Context: an optimization exercise on an open-source flow, tuned for small area and a short achievable clock period. The choices shown serve that exercise and are no tape-out recipe.
Only simulation tests tie the RTL to the original design; equivalence was not proved.
Power figures rest on the tool's default switching activity, not on a simulated workload.

==> flow/design.v <==
package bbox_pkg;
    localparam int COORD_W = 24;
    localparam int RADIX = 10;
    localparam int MSAA_SHIFT = RADIX - 3;
    localparam int NUM_VERTS = 3;
    typedef logic signed [COORD_W-1:0] coord_t;
    typedef logic [3:0] msaa_t;
endpackage
module bbox_extent (
    input  logic [bbox_pkg::NUM_VERTS*2*bbox_pkg::COORD_W-1:0] tri_in,
    output logic [4*bbox_pkg::COORD_W-1:0]                     raw_box
);
    localparam int W = bbox_pkg::COORD_W;
    logic [bbox_pkg::NUM_VERTS-1:0] sel [1:0][1:0];
    bbox_pkg::coord_t               v0, v1, v2;
    bbox_pkg::coord_t               acc;
    always_comb begin
        for (int a = 0; a < 2; a++) begin
            v0 = tri_in[(0*2+a)*W +: W];
            v1 = tri_in[(1*2+a)*W +: W];
            v2 = tri_in[(2*2+a)*W +: W];
            if ((v0 <= v1) && (v0 <= v2)) begin
                sel[0][a] = 3'b001;
            end else if (v1 <= v2) begin
                sel[0][a] = 3'b010;
            end else begin
                sel[0][a] = 3'b100;
            end
            if ((v0 >= v1) && (v0 >= v2)) begin
                sel[1][a] = 3'b001;
            end else if (v1 >= v2) begin
                sel[1][a] = 3'b010;
            end else begin
                sel[1][a] = 3'b100;
            end
        end
        for (int c = 0; c < 2; c++) begin
            for (int a = 0; a < 2; a++) begin
                acc = '0;
                for (int v = 0; v < bbox_pkg::NUM_VERTS; v++) begin
                    if (sel[c][a][v]) begin
                        acc = acc | tri_in[(v*2+a)*W +: W];
                    end
                end
                raw_box[(c*2+a)*W +: W] = acc;
            end
        end
    end
endmodule
module bbox_snap (
    input  logic [4*bbox_pkg::COORD_W-1:0] raw_box,
    input  bbox_pkg::msaa_t                msaa,
    output logic [4*bbox_pkg::COORD_W-1:0] snapped_box
);
    localparam int W = bbox_pkg::COORD_W;
    localparam int R = bbox_pkg::RADIX;
    bbox_pkg::coord_t step;
    logic [R-1:0] frac_mask;
    assign step = bbox_pkg::coord_t'(msaa) << bbox_pkg::MSAA_SHIFT;
    assign frac_mask = ~(step[R-1:0] - R'(1));
    always_comb begin
        for (int i = 0; i < 4; i++) begin
            snapped_box[i*W +: W] = {raw_box[i*W+R +: W-R], raw_box[i*W +: R] & frac_mask};
        end
    end
endmodule
module bbox_clip (
    input  logic [4*bbox_pkg::COORD_W-1:0] snapped_box,
    input  logic [2*bbox_pkg::COORD_W-1:0] screen,
    input  logic                           tri_valid,
    output logic [4*bbox_pkg::COORD_W-1:0] clipped_box,
    output logic                           clip_valid
);
    localparam int W = bbox_pkg::COORD_W;
    logic [1:0]       on_screen;
    bbox_pkg::coord_t lo, hi, lim;
    always_comb begin
        for (int a = 0; a < 2; a++) begin
            lim = screen[a*W +: W];
            lo = snapped_box[(0*2+a)*W +: W];
            if (lo < 0) begin
                lo = '0;
            end
            hi = snapped_box[(1*2+a)*W +: W];
            if (hi > lim) begin
                hi = lim;
            end
            clipped_box[(0*2+a)*W +: W] = lo;
            clipped_box[(1*2+a)*W +: W] = hi;
            on_screen[a] = (lo <= lim) && (hi >= 0);
        end
    end
    assign clip_valid = tri_valid && (&on_screen);
endmodule
module bbox_pipe #(
    parameter int PIPE_DEPTH = 3
) (
    input  logic                                              clk,
    input  logic                                              rst_n,
    input  logic                                              stall,
    input  logic                                              clip_valid,
    input  logic [4*bbox_pkg::COORD_W-1:0]                    clipped_box,
    input  logic [bbox_pkg::NUM_VERTS*2*bbox_pkg::COORD_W-1:0] tri_in,
    output logic                                              box_valid,
    output logic [4*bbox_pkg::COORD_W-1:0]                    box,
    output logic [bbox_pkg::NUM_VERTS*2*bbox_pkg::COORD_W-1:0] tri_out
);
    localparam int BW = 4 * bbox_pkg::COORD_W;
    localparam int TW = bbox_pkg::NUM_VERTS * 2 * bbox_pkg::COORD_W;
    logic [PIPE_DEPTH-1:0] valid_q;
    logic [BW-1:0]         box_q [PIPE_DEPTH-1:0];
    logic [TW-1:0]         tri_q [PIPE_DEPTH-1:0];
    always_ff @(posedge clk) begin
        if (!rst_n) begin
            valid_q <= '0;
        end else if (!stall) begin
            valid_q[0] <= clip_valid;
            for (int s = 1; s < PIPE_DEPTH; s++) begin
                valid_q[s] <= valid_q[s-1];
            end
        end
    end
    always_ff @(posedge clk) begin
        if (!stall) begin
            box_q[0] <= clipped_box;
            tri_q[0] <= tri_in;
            for (int s = 1; s < PIPE_DEPTH; s++) begin
                box_q[s] <= box_q[s-1];
                tri_q[s] <= tri_q[s-1];
            end
        end
    end
    assign box_valid = valid_q[PIPE_DEPTH-1];
    assign box       = box_q[PIPE_DEPTH-1];
    assign tri_out   = tri_q[PIPE_DEPTH-1];
endmodule
module bbox_top #(
    parameter int PIPE_DEPTH = 3
) (
    input  logic          clk,
    input  logic          rst_n,
    input  logic [143:0]  tri_in,
    input  logic          tri_valid,
    input  logic          stall,
    input  logic [47:0]   screen,
    input  logic [3:0]    msaa,
    output logic [143:0]  tri_out,
    output logic [95:0]   box,
    output logic          box_valid
);
    logic [95:0] raw_box;
    logic [95:0] snapped_box;
    logic [95:0] clipped_box;
    logic        clip_valid;
    bbox_extent u_extent (
        .tri_in  (tri_in),
        .raw_box (raw_box)
    );
    bbox_snap u_snap (
        .raw_box     (raw_box),
        .msaa        (msaa),
        .snapped_box (snapped_box)
    );
    bbox_clip u_clip (
        .snapped_box (snapped_box),
        .screen      (screen),
        .tri_valid   (tri_valid),
        .clipped_box (clipped_box),
        .clip_valid  (clip_valid)
    );
    bbox_pipe #(
        .PIPE_DEPTH (PIPE_DEPTH)
    ) u_pipe (
        .clk         (clk),
        .rst_n       (rst_n),
        .stall       (stall),
        .clip_valid  (clip_valid),
        .clipped_box (clipped_box),
        .tri_in      (tri_in),
        .box_valid   (box_valid),
        .box         (box),
        .tri_out     (tri_out)
    );
endmodule
==> flow/run.sh <==
#!/bin/bash
# synth_recipe.tcl (not shown) runs the flow's synth.tcl, then flattens the netlist and writes it again
# the make line also repeats each setting of config.mk as NAME=value (left out here)
make -C /OpenROAD-flow-scripts/flow DESIGN_CONFIG=/design/flow/config.mk WORK_HOME=/design/flow/orfs CLKGATE_MAP_FILE= SYNTH_SCRIPT=/design/flow/synth_recipe.tcl finish
==> flow/config.mk <==
export PLATFORM = sky130hd
export DESIGN_NAME = bbox_top
export DESIGN_NICKNAME = bbox_top
export VERILOG_FILES = /design/flow/design.v
export SDC_FILE = /design/flow/constraint.sdc
export NUM_CORES = 4
export LEC_CHECK = 0
export CAP_MARGIN = 20
export CORE_MARGIN = 2
export CORE_UTILIZATION = 40
export SLEW_MARGIN = 20
==> flow/constraint.sdc <==
create_clock -name core_clock -period 7.5 [get_ports {clk}]
set_input_delay 1.5000 -clock core_clock [delete_from_list [all_inputs] [get_ports {clk}]]
set_output_delay 1.5000 -clock core_clock [all_outputs]
set_load 0.01 [all_outputs]
==> results.txt <==
Least-Margin Pin Slew=1.12 ns; Worst Path Class, Setup=primary input to register; number of flops mapped to enable cells by yosys=672; initial antenna violation count=12; core area=68,700 sq um; max_cap viols=0; root buf cell=clkbuf_16; GRT Total Usage=19.2%; most frequent cells in the layout=672 x edfxtp_1, 423 x clkdlybuf4s50_1, 211 x ha_1; Clock Sinks=675; Worst Path Arrival=7.58 ns; final cell count without fillers=3,283; Main synth FF type=edfxtp_1; final setup TNS=0 ns; number of global-route vias before repair=16,600; Critical Path Start Type=primary input; fin crit share=94.3%; Syn. warnings=7; Seq/Total Area, Yosys=72.8%; Die Wd=268 um; Slew Limit Fails=0; Tightest Hold Check Type=register to register; Skew-Pair Late Insertion Delay=0.62 ns; DP Area=34,000 sq um; GRT overflow=0; crit path time final=7.07 ns; leakage=14.0 nW; Mean Syn Cell Area=16.2 sq um; htree depth=3; TritonRoute pass-1 iters=4; maximum clock frequency=0.141 GHz; Async S/R FF share, synth=0%; port bufs=423; wirelength, routed=69,600 um; commonest non-fill, non-tap cell in the layout=edfxtp_1; final hold viol count=0; Crit path required time=8.01 ns; DR iter-0 viols=1,155; Rel. slew slack=25.4%; fin area=36,300 sq um; Syn Inst Count=1,713; die area=71,700 sq um; pwr dens=271 nW/um^2; final setup vio count=0; CP Max Fanout=9; Worst IR Drop VDD=225 uV; Final Total Pwr=9.85 mW; Worst-path clk slew=0.06 ns; layout cells sized above 1=11.1%; Critical Path End Type=register; Min Hold Slack=0.403 ns; post-CTS sizing=0; Starting Density=40.5%; # fillers=5,679; GP Congestion=0.857; synthesized area=27,800 sq um; Post-DRT Antenna Nets=0; largest net degree at the start of global routing=193; run status=no timing/DRC/antenna violations; clk buf depth=3; WL/cell=21.2 um; total of hold buffers inserted after clock tree synthesis=0; RSZ-0062 raised after global routing=false; Setup Fix Bufs, Post-CTS=0; row count=96; vias per cell=4.96; Distinct cells, synth=66; Die Ht=268 um; Top Ports=441; first-pass GRT wire length=101,000 um; dpl hpwl=53,000 um; placed cells=3,151; number of synthesized register bits=675; Synth-to-Final Area Change=30.6%; CTS buffer count=72; Nets=2,705; total number of vias=16,300; residual DRC count=0; skew final=0.0231 ns; clock tree from TritonCTS=built
==> metrics by stage <==
| stage | worst slack (ns) | util [%] |
|---|---|---|
| 2_1_floorplan | -4.38 | - |
| 3_3_place_gp | -0.250 | 49.5 |
| 3_5_place_dp | -0.281 | 49.5 |
| 4_1_cts | 0.326 | 52.9 |
| 5_1_grt | 0.0807 | 52.9 |
| 6_report | 0.429 | 52.9 |
==> worst max-delay path: stages <==
cell,delay [ns]
clkdlybuf4s50_1,0.57
ha_1,0.48
nand4_1,0.23
nor4_1,0.86
buf_4,0.24
o31ai_1,0.16
and3_1,0.27
xnor2_1,0.16
o32ai_4,0.13
mux2_2,0.41
buf_4,0.19
buf_4,0.15
a211oi_1,0.47
buf_4,0.20
ha_1,0.23
a2111oi_0,0.45
o21ai_0,0.18
a21oi_1,0.16
a41o_1,0.14
o21ai_0,0.17
o31ai_2,0.21
==> cells in the mapped netlist (all sizes together), types with 3 or more instances <==
library cell	instances	share of area, %
inv	144	1.9
nor3	29	0.54
xnor2	4	0.13
o22ai	4	0.11
o31ai	7	0.21
nor4b	3	0.094
a21oi	105	2.0
a21boi	4	0.11
a221oi	3	0.094
and2	14	0.31
o211ai	9	0.24
o21ai	44	0.79
a211oi	42	1.1
mux2	29	1.2
a21o	21	0.57
nor2	72	0.97
ha	211	9.5
or2	3	0.067
nand4	46	1.0
nand2b	3	0.067
mux2i	70	2.5
or3	5	0.11
nand3	15	0.27
or4	5	0.13
nor2b	15	0.34
a2111oi	4	0.13
dfxtp	3	0.22
edfxtp	672	73
buf	31	0.74
clkbuf	13	0.18
nand2	41	0.55
o21a	4	0.11
and3	4	0.090
nor4	7	0.16
==> report_power, final <==
group	switching [mW]	leakage [nW]	internal, mW	total [mW]
Sequential	0.101	6.59	4.65	4.75
Combinational	0.826	6.26	0.734	1.56
Clock	1.45	1.14	2.08	3.54
Total	2.38	14.0	7.46	9.85
==> state kept, by name, summed over array words and instances (netlist names) <==
| name | cells |
|---|---|
| u_pipe.valid_q | 3 |
| u_pipe.tri_q | 432 |
| u_pipe.box_q | 240 |
==> final cells by class <==
type | count | area [sq um] | area share [%]
diodes | 2 | 5.00 | 0.0138
clock buffers | 94 | 1940 | 5.33
clock inverters | 36 | 419 | 1.15
inverters | 144 | 544 | 1.50
multi-input cells | 865 | 6890 | 18.9
flip-flops and latches | 675 | 20200 | 55.7
well taps | 931 | 1160 | 3.21
repair buffers | 536 | 5140 | 14.2
==> routing by layer <==
metal | wire length, um | GRT usage [%] | vias to the layer above
met3 | 4260 | 4.51 | 121
met1 | 27800 | 22.9 | 7934
met4 | 2080 | 6.84 | 18
met5 | 118 | 0 | -
met2 | 35300 | 33.9 | 456
li1 | - | - | 7765
==> final timing paths <==
check | startpoint | end | cells past startpoint | slack (ns)
setup / recovery | tri_in[23] | u_pipe.valid_q[0] | 21 | 0.43
hold / removal | u_pipe.box_q[1][70] | u_pipe.box_q[2][70] | 0 | 0.40
setup reg to reg | u_pipe.valid_q[0] | u_pipe.valid_q[0] | 2 | 6.79
hold reg to reg | u_pipe.box_q[1][70] | u_pipe.box_q[2][70] | 0 | 0.40
==> cell families after synthesis <==
family	share of synthesized area, %
compound gates	6.08
xor+xnor	0.157
fa+ha+maj	9.49
buf+inv	2.86
flops	72.8
mux	3.71
other cells	0.0135
simple gates	4.94

==> static timing again, ports no longer ideal <==
Ports are ideal in the flow. The routed layout listed here was re-timed in OpenROAD. Step 1 (the two cells are an assumption about what drives the block):
set clk [get_ports {clk}]
set_driving_cell -lib_cell sky130_fd_sc_hd__clkbuf_16 $clk
set_driving_cell -lib_cell sky130_fd_sc_hd__buf_2 [delete_from_list [all_inputs] $clk]
Step 2 adds t to the input delays and takes it off the output delays; t is the mean of the earliest and latest rising clock arrival at the registers after step 1. Input paths then give back, and output paths get back, about the clock's delay inside the block. Slacks: ideal ports / drivers / drivers and shift; pairs: ideal ports / drivers.
t, ns: 0.657
setup WS [ns]: 0.429 / 0.440 / -0.217
latest minus earliest clock arrival (ns): 0.027 / 0.027
Met with ideal ports but missed after step 2: setup timing in this run. For this run, drivers alone change the setup slack by +0.011 ns; drivers and shift together by -0.646 ns.
